Context: an optimization exercise on an open-source flow, tuned for a short achievable clock period and few clock cycles. The choices shown serve that exercise and are no tape-out recipe.
In this exercise RTL edits were held to simulation tests only and were not proved equivalent to the original.
No activity file was given, so power comes from the tool's default toggle rates.

## fir_coef_loader
module fir_coef_loader
#(
  parameter int MAX_TAPS = 64,
  parameter int COEF_W   = fir_pkg::COEF_W_DEFAULT,
  parameter int AW       = $clog2(MAX_TAPS)
) (
  input  logic              clk,
  input  logic              reset,
  input  logic              wr_en,
  input  logic [AW-1:0]     wr_addr,
  input  logic [COEF_W-1:0] wr_data,
  input  logic [AW:0]       ntaps,
  input  logic              start,
  input  logic [31:0]       fir_len,
  output logic [COEF_W-1:0] cfg_din,
  output logic              cfg_ce,
  output logic              busy,
  output logic              done,
  output logic [1:0]        err
);
Size: about 2,200 flip-flops.
==> module fir_coef_loader, before the edit <==
module fir_coef_loader
#(
  parameter int MAX_TAPS = 64,
  parameter int COEF_W   = fir_pkg::COEF_W_DEFAULT,
  parameter int AW       = $clog2(MAX_TAPS)
) (
  input  logic              clk,
  input  logic              reset,
  input  logic              wr_en,
  input  logic [AW-1:0]     wr_addr,
  input  logic [COEF_W-1:0] wr_data,
  input  logic [AW:0]       ntaps,
  input  logic              start,
  input  logic [31:0]       fir_len,
  output logic [COEF_W-1:0] cfg_din,
  output logic              cfg_ce,
  output logic              busy,
  output logic              done,
  output logic [1:0]        err
);
  localparam int RW = 8;                      
  localparam int NR = MAX_TAPS / RW;          
  logic          idle_q;                      
  logic          ndone_q;                     
  logic          accept;
  logic [AW+1:0] ntaps_p2;
  logic          g1, g2, bad;
  logic [AW-1:0] a0;                          
  logic [8:0]    pl_lo_in;                    
  assign accept   = start && idle_q;
  assign ntaps_p2 = {1'b0, ntaps} + (AW+2)'(2);
  assign g1       = fir_len > 32'(ntaps);        
  assign g2       = fir_len >= 32'(ntaps_p2);    
  assign bad      = 32'(ntaps) > fir_len;        
  assign a0       = ntaps[AW-1:0] - AW'(1);
  assign pl_lo_in = {1'b0, fir_len[7:0]} - 9'(ntaps_p2);
  assign b_in     = pl_lo_in[8];
  assign hi_in    = fir_len[31:8] - 24'(b_in);
  assign pl_hi_m1 = {pl_hi[23:16] - 8'(zb0 && zb1), pl_hi[15:8] - 8'(zb0), pl_hi[7:0] - 8'd1};
  logic              ph1;           
  logic              g2_r, bad_r;
  logic [7:0]        pl_lo;
  logic [23:0]       pl_hi, pl_hi_m1, hi_in;
  logic              zb0, zb1;      
  logic              hiz;           
  logic              b_in;
  logic              plz, pl1;      
  logic [AW:0]       ml;            
  logic              mlz, ml1;      
  logic [MAX_TAPS*COEF_W-1:0] words;
  logic [MAX_TAPS-1:0] sel;                   
  logic [MAX_TAPS-1:0] sel_in;                
  logic [NR-1:0][COEF_W-1:0] s1i, s1i_d, s1r, s1r_d;
  logic              first;                   
  logic              fwd_q;                   
  logic [COEF_W-1:0] wd_q;
  logic [COEF_W-1:0] rd_data;
  coef_ram #(.DEPTH(MAX_TAPS), .W(COEF_W), .AW(AW)) u_ram (
    .clk     (clk),
    .we      (wr_en && idle_q),
    .wr_addr (wr_addr),
    .wr_data (wr_data),
    .words   (words)
  );
  always_comb begin
    for (int i = 0; i < MAX_TAPS; i++) sel_in[i] = (ntaps[AW-1:0] == AW'((i + 1) % MAX_TAPS));
    for (int r = 0; r < NR; r++) begin
      s1i_d[r] = '0;
      s1r_d[r] = '0;
      for (int c = 0; c < RW; c++) begin
        s1i_d[r] = s1i_d[r] | (words[(r*RW+c)*COEF_W +: COEF_W] & {COEF_W{sel_in[r*RW+c]}});
        s1r_d[r] = s1r_d[r] | (words[(r*RW+c)*COEF_W +: COEF_W] & {COEF_W{sel[r*RW+c]}});
      end
    end
    rd_data = '0;
    if (!first) for (int r = 0; r < NR; r++) rd_data = rd_data | s1r[r];
    else if (fwd_q) rd_data = wd_q;
    else for (int r = 0; r < NR; r++) rd_data = rd_data | s1i[r];
  end
  logic active, issue_pad, issue_mem, last, none_left;
  assign active    = !idle_q && ndone_q && !(ph1 && bad_r);
  assign issue_pad = active && (ph1 ? g2_r : !plz);
  assign issue_mem = active && !issue_pad && !mlz;
  assign last      = (issue_pad && !ph1 && pl1 && mlz) || (issue_mem && ml1);
  assign none_left = !idle_q && ndone_q && (ph1 ? (bad_r || (!g2_r && mlz)) : (plz && mlz));
  always_ff @(posedge clk) begin
    if (idle_q) begin
      g2_r  <= g2;
      bad_r <= bad;
      pl_lo <= pl_lo_in[7:0];
      pl_hi <= hi_in;
      zb0   <= b_in ? (fir_len[15:8] == 8'd1) : (fir_len[15:8] == 8'd0);
      zb1   <= (b_in && fir_len[15:8] == 8'd0) ? (fir_len[23:16] == 8'd1) : (fir_len[23:16] == 8'd0);
      hiz   <= b_in ? (fir_len[31:8] == 24'd1) : (fir_len[31:8] == 24'd0);
      plz   <= fir_len <= 32'(ntaps_p2);
      pl1   <= fir_len == 32'(ntaps_p2) + 32'd1;
      ml    <= ntaps;
      mlz   <= ntaps == '0;
      ml1   <= ntaps == (AW+1)'(1);
      s1i   <= s1i_d;
      first <= 1'b1;
      fwd_q <= wr_en && (wr_addr == a0);
      wd_q  <= wr_data;
      for (int i = 0; i < MAX_TAPS; i++) sel[i] <= (ntaps[AW-1:0] == AW'((i + 2) % MAX_TAPS));
    end else begin
      zb0 <= (pl_hi[7:0] == 8'd0);
      zb1 <= (pl_hi[15:8] == 8'd0);
      if (issue_pad && !ph1) begin
        pl_lo <= pl_lo - 8'd1;
        if (pl_lo == 8'd0) begin
          pl_hi <= pl_hi_m1;
          hiz   <= (pl_hi == 24'd1);
        end
        plz <= pl1;
        pl1 <= hiz && (pl_lo == 8'd2);
      end
      if (issue_mem) begin
        ml    <= ml - (AW+1)'(1);
        mlz   <= ml1;
        ml1   <= (ml == (AW+1)'(2));
        s1r   <= s1r_d;
        first <= 1'b0;
        sel   <= {sel[0], sel[MAX_TAPS-1:1]};
      end
    end
  end
  logic busy_nxt, done_nxt;
  assign busy_nxt = accept || (!idle_q && ndone_q);
  assign done_nxt = last || none_left;
  always_ff @(posedge clk or negedge reset) begin
    if (!reset) begin
      idle_q  <= 1'b1;
      ndone_q <= 1'b1;
    end else begin
      idle_q  <= !busy_nxt;
      ndone_q <= !done_nxt;
    end
  end
  always_ff @(posedge clk or negedge reset) begin
    if (!reset) begin
      busy    <= 1'b0;
      ph1     <= 1'b0;
      done    <= 1'b0;
      cfg_ce  <= 1'b0;
      cfg_din <= '0;
      err     <= fir_pkg::ERR_NONE;
    end else begin
      busy    <= busy_nxt;
      ph1     <= accept;
      done    <= done_nxt;
      cfg_ce  <= accept ? g1 : (issue_pad || issue_mem);
      cfg_din <= issue_mem ? rd_data : '0;
      if (accept)                                        err <= fir_pkg::ERR_NONE;
      else if (ph1 && bad_r)                             err <= fir_pkg::ERR_LEN;
      else if (wr_en && !idle_q && err != fir_pkg::ERR_LEN) err <= fir_pkg::ERR_WR_BUSY;
    end
  end
endmodule
clock: 4.0 ns
lec_check: 0
cap_margin: 20
cell_pad_in_sites_detail_placement: 1
core_margin: 2
core_utilization: 40
setup_slack_margin: 1.8
slew_margin: 20
tns_end_percent: 100
run.sh (not shown) runs the stock make flow with config.mk's settings and CLKGATE_MAP_FILE= SYNTH_SCRIPT=/design/flow/synth_recipe.tcl, a recipe that flattens the netlist after the stock synthesis.
The first run ran to the end with violations: max-capacitance violations.
Testbench counts at the start, summed over its fixed seeds: cycles 14,007.
Edit:
--- a/flow/design.v
+++ b/flow/design.v
@@ -59,18 +59,12 @@
   assign g2       = fir_len >= 32'(ntaps_p2);    
   assign bad      = 32'(ntaps) > fir_len;        
   assign a0       = ntaps[AW-1:0] - AW'(1);
   assign pl_lo_in = {1'b0, fir_len[7:0]} - 9'(ntaps_p2);
-  assign b_in     = pl_lo_in[8];
-  assign hi_in    = fir_len[31:8] - 24'(b_in);
-  assign pl_hi_m1 = {pl_hi[23:16] - 8'(zb0 && zb1), pl_hi[15:8] - 8'(zb0), pl_hi[7:0] - 8'd1};
   logic              ph1;           
   logic              g2_r, bad_r;
-  logic [7:0]        pl_lo;
-  logic [23:0]       pl_hi, pl_hi_m1, hi_in;
-  logic              zb0, zb1;      
-  logic              hiz;           
-  logic              b_in;
+  logic [31:0]       pl;            
+  logic              pl_b;          
   logic              plz, pl1;      
   logic [AW:0]       ml;            
   logic              mlz, ml1;      
   logic [MAX_TAPS*COEF_W-1:0] words;
@@ -112,13 +106,10 @@
   always_ff @(posedge clk) begin
     if (idle_q) begin
       g2_r  <= g2;
       bad_r <= bad;
-      pl_lo <= pl_lo_in[7:0];
-      pl_hi <= hi_in;
-      zb0   <= b_in ? (fir_len[15:8] == 8'd1) : (fir_len[15:8] == 8'd0);
-      zb1   <= (b_in && fir_len[15:8] == 8'd0) ? (fir_len[23:16] == 8'd1) : (fir_len[23:16] == 8'd0);
-      hiz   <= b_in ? (fir_len[31:8] == 24'd1) : (fir_len[31:8] == 24'd0);
+      pl    <= {fir_len[31:8], pl_lo_in[7:0]};
+      pl_b  <= pl_lo_in[8];
       plz   <= fir_len <= 32'(ntaps_p2);
       pl1   <= fir_len == 32'(ntaps_p2) + 32'd1;
       ml    <= ntaps;
       mlz   <= ntaps == '0;
@@ -128,18 +119,14 @@
       fwd_q <= wr_en && (wr_addr == a0);
       wd_q  <= wr_data;
       for (int i = 0; i < MAX_TAPS; i++) sel[i] <= (ntaps[AW-1:0] == AW'((i + 2) % MAX_TAPS));
     end else begin
-      zb0 <= (pl_hi[7:0] == 8'd0);
-      zb1 <= (pl_hi[15:8] == 8'd0);
-      if (issue_pad && !ph1) begin
-        pl_lo <= pl_lo - 8'd1;
-        if (pl_lo == 8'd0) begin
-          pl_hi <= pl_hi_m1;
-          hiz   <= (pl_hi == 24'd1);
-        end
+      if (ph1) begin
+        pl[31:8] <= pl[31:8] - 24'(pl_b);
+      end else if (issue_pad) begin
+        pl  <= pl - 32'd1;
         plz <= pl1;
-        pl1 <= hiz && (pl_lo == 8'd2);
+        pl1 <= (pl == 32'd2);
       end
       if (issue_mem) begin
         ml    <= ml - (AW+1)'(1);
         mlz   <= ml1;
What happened: The new run ran to the end with no violations. Cell area goes down by 7.2%. Synthesized cell count went down by 1.2%. Count of clock-buffer cells in the layout climbs by 11. Area after synthesis fell by about 0.9%. Hold slack loses 0.30 ns. Total power went down by 4.6%. Clock skew went down by 0.032 ns.
Testbench counts after the change, summed over its fixed seeds: cycles 14,007.

==> what the ideal ports hide <==
In the flow no input, the clock included, has a driving cell. The finished layouts below were timed again as built, in two steps.
Step 1 sets driving cells, clkbuf_16 on the clock port and buf_2 on the other inputs (assumed; they add their load-dependent delay and slew).
Step 2 also shifts input and output timing later by t, the mid clock arrival at the registers, as if the neighbouring blocks saw the same clock.
a / b / c = ideal / step 1 / step 2; a / b = the first two.
run | t, ns | setup slack, ns | slew at the worst register clock pin (ns) | pins driven straight from the clock port
the first run | 0.989 | 1.209 / 1.247 / 0.258 | 0.08 / 0.08 | 1
the second run | 0.935 | 1.593 / 1.603 / 0.718 | 0.07 / 0.07 | 1
The setup slack of the first run, which loses most, moves by +0.038 ns with the drivers and by -0.951 ns with both steps.
